Background: an optimization exercise with open tools, aiming at small area, a short achievable clock period and few clock cycles per item. Do not read the settings as production practice.
Only simulation tests tie the RTL to the original design; equivalence was not proved.
Power is estimated from default activity; no workload was simulated.

[design/flow/config.mk]
export PLATFORM = sky130hd
export DESIGN_NAME = newton_square_root_top
export DESIGN_NICKNAME = newton_square_root_top
export VERILOG_FILES = /design/flow/design.v
export SDC_FILE = /design/flow/constraint.sdc
export NUM_CORES = 4
export LEC_CHECK = 0
export CAP_MARGIN = 20
export CORE_MARGIN = 2
export CORE_UTILIZATION = 30
export SLEW_MARGIN = 20
[design/flow/constraint.sdc]
create_clock -name core_clock -period 11.0 [get_ports {clock}]
set_input_delay 2.2000 -clock core_clock [delete_from_list [all_inputs] [get_ports {clock}]]
set_output_delay 2.2000 -clock core_clock [all_outputs]
set_load 0.01 [all_outputs]
[design/flow/design.v]
package nsqrt_pkg;
   localparam logic [31:0] NEG_ONE_Q16 = 32'hFFFF_0000;
   localparam logic [31:0] TOL_RESET   = 32'h0001_0000;
endpackage
module newton_square_root_top (
   input  logic               clock,
   input  logic               reset,
   input  logic               req_valid,
   output logic               req_stall,
   input  logic signed [31:0] req_radicand,
   output logic               rsp_valid,
   input  logic               rsp_stall,
   output logic signed [31:0] rsp_root,
   output logic [6:0]         rsp_steps_taken,
   output logic               rsp_negative_input,
   input  logic               csr_write_enable,
   input  logic [31:0]        csr_write_data
);
   typedef enum logic [2:0] {
      S_IDLE, S_INIT, S_CHK0, S_UPD, S_DIV, S_OUT
   } state_type;
   state_type   state_ff;
   logic [31:0] tol_ff;
   logic [31:0] w_ff;       
   logic [4:0]  k_ff;       
   logic [4:0]  cnt_ff;     
   logic [30:0] x_ff;
   logic [23:0] q_ff;
   logic [30:0] p_ff;       
   logic [6:0]  n_ff;
   logic        neg_ff;
   logic        pend_ff;    
   logic [34:0] acc_ff;     
   logic [16:0] sqm_ff;     
   logic [33:0] sqw_ff;     
   always_ff @(posedge clock) begin
      if (reset) tol_ff <= nsqrt_pkg::TOL_RESET;
      else if (csr_write_enable) tol_ff <= csr_write_data;
   end
   assign req_stall          = (state_ff != S_IDLE);
   assign rsp_valid          = (state_ff == S_OUT);
   assign rsp_root           = {neg_ff, {15{neg_ff}} | x_ff[30:16], x_ff[15:0]};
   assign rsp_steps_taken    = n_ff;
   assign rsp_negative_input = neg_ff;
   logic [30:0] a;
   logic        a_ge1;
   logic [4:0]  half_bl;    
   logic [17:0] e0;
   assign a     = w_ff[30:0];
   assign a_ge1 = |a[30:16];
   assign e0    = a[17:0] - 18'h08000;
   always_comb begin
      half_bl = 5'd0;
      for (int i = 0; i < 31; i++)
         if (a[i]) half_bl = 5'((i + 2) / 2);
   end
   logic        sq_done, chk_pass, chk_le0, chk_cyc;
   logic [33:0] acc_mag;
   assign sq_done  = (sqm_ff == 17'd0);
   assign acc_mag  = acc_ff[34] ? ~acc_ff[33:0] : acc_ff[33:0];
   assign chk_pass = acc_ff[34] ? (acc_mag <= {2'b00, tol_ff}) : (acc_mag < {2'b00, tol_ff});
   assign chk_le0  = acc_ff[34];
   assign chk_cyc  = (acc_mag == {2'b00, x_ff, 1'b0});    
   logic        div_bit;
   logic [32:0] trial;
   logic        div_last;
   assign div_bit  = (cnt_ff < 5'd8) ? w_ff[3'd7 - cnt_ff[2:0]] : 1'b0;
   assign trial    = {1'b0, p_ff, div_bit} - {2'b00, x_ff};
   assign div_last = (cnt_ff == k_ff);
   logic [31:0] upd_s;
   logic [30:0] upd_d;
   logic [31:0] upd_r;
   logic [29:0] upd_f;
   logic        upd_big;
   assign upd_s   = {1'b0, x_ff} + {8'd0, q_ff};
   assign upd_d   = x_ff - {7'd0, q_ff};
   assign upd_f   = upd_d[30:1];
   assign upd_big = |upd_f[29:17];
   assign upd_r   = {1'b0, p_ff} + (upd_d[0] ? {8'd0, q_ff} : 32'd0);
   localparam logic [34:0] ACC_BIG = 35'h3_FFFF_FFFF;
   always_ff @(posedge clock) begin
      if (reset) begin
         state_ff <= S_IDLE;
      end else begin
         if (!sq_done) begin
            if (sqm_ff[0]) acc_ff <= acc_ff + {1'b0, sqw_ff};
            sqm_ff <= sqm_ff >> 1;
            sqw_ff <= sqw_ff << 1;
         end
         unique case (state_ff)
            S_IDLE: begin
               w_ff <= req_radicand;
               if (req_valid) state_ff <= S_INIT;
            end
            S_INIT: begin
               n_ff   <= '0;
               neg_ff <= w_ff[31];
               p_ff   <= '0;
               k_ff   <= 5'd8 + half_bl;
               cnt_ff <= 5'd16 - half_bl;
               if (w_ff[31] || a == 31'd0) begin
                  x_ff     <= '0;
                  state_ff <= S_OUT;
               end else begin
                  state_ff <= S_CHK0;
                  if (a_ge1) begin
                     x_ff <= a;
                     q_ff <= 24'h01_0000;
                     acc_ff <= ~35'h0_4000_0000;
                     if (e0[17] || |a[30:18]) begin
                        acc_ff <= ACC_BIG;
                        sqm_ff <= '0;
                     end else begin
                        sqm_ff <= e0[16:0];
                        sqw_ff <= {17'd0, e0[16:0]};
                     end
                  end else begin
                     x_ff   <= 31'h0001_0000;
                     q_ff   <= {8'd0, a[15:0]};
                     acc_ff <= ~{3'd0, a[15:0], 16'd0};
                     sqm_ff <= 17'd1;
                     sqw_ff <= 34'h1_0000_0000;
                  end
               end
            end
            S_CHK0: begin
               if (cnt_ff != 5'd0) begin
                  w_ff   <= w_ff << 1;
                  cnt_ff <= cnt_ff - 5'd1;
               end
               if (sq_done) begin
                  if (chk_pass) state_ff <= S_OUT;
                  else if (cnt_ff == 5'd0) state_ff <= S_UPD;
               end
            end
            S_UPD: begin
               x_ff    <= upd_s[31:1];
               n_ff    <= n_ff + 7'd1;
               p_ff    <= {7'd0, w_ff[31:8]};
               q_ff    <= '0;
               cnt_ff  <= '0;
               pend_ff <= 1'b1;
               if (upd_big) begin
                  acc_ff <= ACC_BIG;
                  sqm_ff <= '0;
               end else begin
                  acc_ff <= ~{3'd0, upd_r};
                  sqm_ff <= upd_f[16:0];
                  sqw_ff <= {17'd0, upd_f[16:0]};
               end
               state_ff <= S_DIV;
            end
            S_DIV: begin
               if (!div_last) begin
                  cnt_ff <= cnt_ff + 5'd1;
                  q_ff   <= {q_ff[22:0], ~trial[32]};
                  if (!trial[32]) p_ff <= trial[30:0];
                  else p_ff <= {p_ff[29:0], div_bit};
               end
               if (pend_ff && sq_done) begin
                  if (chk_pass) begin
                     state_ff <= S_OUT;
                  end else if (chk_le0) begin
                     state_ff <= S_OUT;
                     n_ff     <= 7'd100;
                     if (chk_cyc) begin
                        if (tol_ff != 32'd0) begin
                           x_ff[0] <= 1'b1;
                           n_ff    <= n_ff + 7'd1;
                        end else begin
                           x_ff[0] <= n_ff[0];
                        end
                     end
                  end else begin
                     pend_ff <= 1'b0;
                     if (div_last) state_ff <= S_UPD;
                  end
               end else if (!pend_ff && div_last) begin
                  state_ff <= S_UPD;
               end
            end
            S_OUT: if (!rsp_stall) state_ff <= S_IDLE;
            default: state_ff <= S_IDLE;
         endcase
      end
   end
endmodule
[design/flow/run.sh]
#!/bin/bash
# synth_recipe.tcl (not shown) runs the flow's synth.tcl, then flattens the netlist and writes it again
# the make line also repeats each setting of config.mk as NAME=value (left out here)
make -C /OpenROAD-flow-scripts/flow DESIGN_CONFIG=/design/flow/config.mk WORK_HOME=/design/flow/orfs CLKGATE_MAP_FILE= SYNTH_SCRIPT=/design/flow/synth_recipe.tcl finish
==> results.yml <==
synth:
  netlist_top_cells_area: "sky130_fd_sc_hd__edfxtp_1 (31%), sky130_fd_sc_hd__ha_1 (10%), sky130_fd_sc_hd__xnor2_1 (4.8%)"
  synth_enable_flop_cells: 223
  ys_seq_area_frac: 0.340
  postSynthCellCount: 2445
  synthDominantAreaCellType: "sky130_fd_sc_hd__edfxtp_1"
  netlist_area_um2: 21700
  synth-async-reset-ratio: 0
  synth_commonest_cells: "sky130_fd_sc_hd__edfxtp_1 (223), sky130_fd_sc_hd__nand2_1 (217), sky130_fd_sc_hd__nor2_1 (216), sky130_fd_sc_hd__ha_1 (175), sky130_fd_sc_hd__a21oi_1 (160)"
  synth_cell_type_count: 87
  post_syn_area_per_cell_um2: 8.89
  ys_ff_latch: 258
  synth-warning-count: 1
  ys_dominant_reg_cell: "sky130_fd_sc_hd__edfxtp_1"
  fraction_of_post_synthesis_cell_area_in_the_top_cell_type_by_area: 0.308
  syn-num-nets: 2695
  post-synth-top-count-cell: "sky130_fd_sc_hd__edfxtp_1"
worst_setup_path:
  critPathLaunchType: "register"
  worst-r2r-setup-slack_ns: 5.66
  worst-path-stages: 15
  critical_path_peak_fanout: 25
  crit_type: "reg -> reg"
  max_stage_delay_ns: 0.81
  reg2reg_from: "x_ff[0]"
  crit_start: "x_ff[0]"
  timing.rr.end: "sqm_ff[2]"
  endpoint_required_time_on_the_critical_path_ns: 11.41
  critical_path.cell_chain: "inv_1 > ha_1 > inv_1 > fa_1 > a211oi_2 > o21ai_2 > a311oi_4 > o21ai_2 > or4_1 > and4_1 > nor4_4 > and4_1 > buf_4 > a22oi_1 > nand2_1"
  worstPathArrival_ns: 5.75
  critical_path_end_type: "register"
  cp.buffers_inverters: 3
  timing.critical_path.to: "sqm_ff[2]"
  worst_path_max_delay_cell: "sky130_fd_sc_hd__and4_1"
  cpLargestDelayFamily: "simple AND/OR/NAND/NOR gates"
  r2r.worst_path.cells: 15
power:
  p_leak_nw: 9.69
  report.power.total_mw: 6.21
  power_density_nw_per_um2: 250
  max-vdd-ir-drop_mv: 0.104
drt:
  route.final.wire_length_um: 82000
  detail_route.iter0.violations: 2133
  drc: 0
  wl_per_cell_um: 23.7
  total_iterations_of_the_first_detailed_routing_run: 6
  post_drt_via_cell_ratio: 5.60
  route.vias.total: 19400
  ant_nets: 0
timing:
  tightestPinTransition_ns: 1.11
  fin_worst_hold_slack_ns: 0.538
  final_hold_viol_count: 0
  post-route-min-period_ns: 5.34
  setup_viol: 0
  fin_worst_skew_ns: 0.0293
  final_max_slew_viols: 0
  slew_headroom: 0.261
  totalNegativeSetupSlack_ns: 0
  final_min_period_over_clock_period: 0.485
  rsz_0062_raised_after_global_routing: "false"
  max_clock_freq_ghz: 0.187
die:
  design.portCount: 111
  floorplan.core_area_um2: 71600
  dieWidth_um: 273
  num_rows: 98
  initial_core_util: 0.304
  fp.dieArea_um2: 74600
  chipHeight_um: 273
final_layout:
  nFillCells: 7407
  n_antenna_cell: 0
  synthToLayoutAreaGrowth_pct: 14.1
  fin_cells: 3462
  fin_nets: 2740
  drive_gt1_frac: 0.0732
placed_design:
  place.port_buffers: 110
  detailedPlacementHpwl_um: 62100
  post_place_cells: 3404
  routability_congestion: 0.961
flow_run:
  max_cap_viol_count: 0
cts:
  clk_pin_slew_worst_paths_ns: 0.06
  cts_setup_buffers: 0
  cts-htree-levels: 2
  cts.path.max_buffers: 3
  cts_root_buffer: "sky130_fd_sc_hd__clkbuf_16"
  numCtsBuffers: 34
  clock_sinks: 258
  post_cts_resized: 0
  cts_tree: "yes"
  cts_hold_buffers: 0
  clk_latency_ns: 0.57
hold_path:
  path_type_of_the_worst_min_delay_path: "reg -> reg"
global_routing:
  grt_start_max_net_pins: 68
  grt_first_pass_wirelength_um: 122000
  grt.total_usage: 0.217
  grt_pass1_vias: 18700
  antenna_found_initial: 3
  grt.overflow.total: 0
run_status:
  run_status: "timing/DRC/antenna clean"
## flip-flops by register name, summed over array words and instances (netlist names)
| register | flops |
|---|---|
| pend_ff | 1 |
| n_ff | 7 |
| w_ff | 32 |
| p_ff | 31 |
| k_ff | 5 |
| x_ff | 31 |
| cnt_ff | 5 |
| neg_ff | 1 |
| sqm_ff | 17 |
| acc_ff | 35 |
| q_ff | 24 |
| tol_ff | 32 |
| state_ff | 3 |
| sqw_ff | 34 |
## placed cells by master, fill, tap and decap left out, types with 28 or more instances in the layout
cell,instances
sky130_fd_sc_hd__nor3_1,61
sky130_fd_sc_hd__a31oi_1,28
sky130_fd_sc_hd__a211oi_1,31
sky130_fd_sc_hd__mux2i_1,89
sky130_fd_sc_hd__inv_1,154
sky130_fd_sc_hd__nand4_1,30
sky130_fd_sc_hd__dfxtp_1,35
sky130_fd_sc_hd__o21ai_0,127
sky130_fd_sc_hd__clkbuf_16,35
sky130_fd_sc_hd__nand3_1,64
sky130_fd_sc_hd__nor2_1,214
sky130_fd_sc_hd__a21oi_1,159
sky130_fd_sc_hd__xor2_1,63
sky130_fd_sc_hd__edfxtp_1,223
sky130_fd_sc_hd__a21o_1,59
sky130_fd_sc_hd__clkdlybuf4s50_1,108
sky130_fd_sc_hd__xnor2_1,118
sky130_fd_sc_hd__nand2_1,215
sky130_fd_sc_hd__nand2b_1,29
sky130_fd_sc_hd__mux2_2,46
sky130_fd_sc_hd__ha_1,175
## metal layers
layer | part of all wire | GRT usage | vias up
met3 | 0.090 | 0.0416 | 150
met2 | 0.44 | 0.340 | 859
met4 | 0.037 | 0.0798 | 0
li1 | - | - | 9035
met5 | 0 | 0 | -
met1 | 0.43 | 0.295 | 9330
## kinds of logic after synthesis
logic type,after synthesis,synth area share
adder cells (fa/ha/maj),181,0.106
XOR/XNOR,181,0.0729
flip-flops,258,0.340
multiplexers,137,0.0669
AO/OA/AOI/OAI,628,0.191
buffers and inverters,282,0.0528
AND/OR/NAND/NOR,778,0.170
## power breakdown
part           switching (mW)  leakage (nW)  total [mW]  internal (mW)
Clock                   0.477         0.527        1.11          0.636
Combinational            2.01          6.75        3.32           1.32
Sequential              0.388          2.42        1.77           1.38
## stage by stage
stage	worst slack, ns	area, um2	util
after global routing	5.36	24800	0.346
after detailed placement	5.79	23700	0.331
after CTS	5.76	24800	0.346
after floorplan	2.97	21700	-
final	5.66	24800	0.346
after global placement	5.90	23700	0.331
## how the worst min path moves through the flow
stage                     from          to  depth (start not counted)  slack (ns)
floorplan           tol_ff[16]  tol_ff[16]                          2        0.48
global placement    tol_ff[18]  tol_ff[18]                          2        0.51
detailed placement  tol_ff[22]  tol_ff[22]                          2        0.52
CTS                 tol_ff[22]  tol_ff[22]                          2        0.54
global route        tol_ff[18]  tol_ff[18]                          2        0.56
finish              tol_ff[13]  tol_ff[13]                          2        0.54
## worst register-to-register path: cells and delay by family, from the launching register on
family	cells	cell delay (ns)
compound gates	5	1.18
fa+ha+maj	2	0.67
buf+inv	3	0.72
flops	1	0.52
simple gates	5	2.10
## cell type report
class                   count  area (um2)  share of cell area
well taps                 950        1190              0.0479
repair buffers            136        1290              0.0519
inverters                 155         583              0.0235
flip-flops and latches    258        7400               0.298
multi-input cells        1905       13300               0.535
clock buffers              38         897              0.0362
clock inverters            20         179             0.00721
Testbench counts, summed over its fixed seeds: cycles 60,949, items 640.

what the ideal ports hide:
The flow's constraints put no driver on any port. The routed layout listed below was extracted and timed again, unchanged, in two steps. Step 1 (the two cells are an assumption about what drives the block):
set clk [get_ports {clock}]
set_driving_cell -lib_cell sky130_fd_sc_hd__clkbuf_16 $clk
set_driving_cell -lib_cell sky130_fd_sc_hd__buf_2 [delete_from_list [all_inputs] $clk]
Step 2 moves the port delays by t, midway between the first and last clock arrival at a register: inputs arrive t later, outputs are due t later. That takes back most of the time a late clock gives input paths. Three values: ideal ports, drivers, drivers and shift; two values: the first two.
shift t [ns]: 0.613
setup WS [ns]: 5.661 / 5.661 / 5.661
hold WS [ns]: 0.538 / 0.538 / 0.538
clock arrival spread, ns: 0.029 / 0.029
After both steps this run still meets setup and hold. For this run, drivers alone change the setup slack by 0.000 ns; drivers and shift together by 0.000 ns.
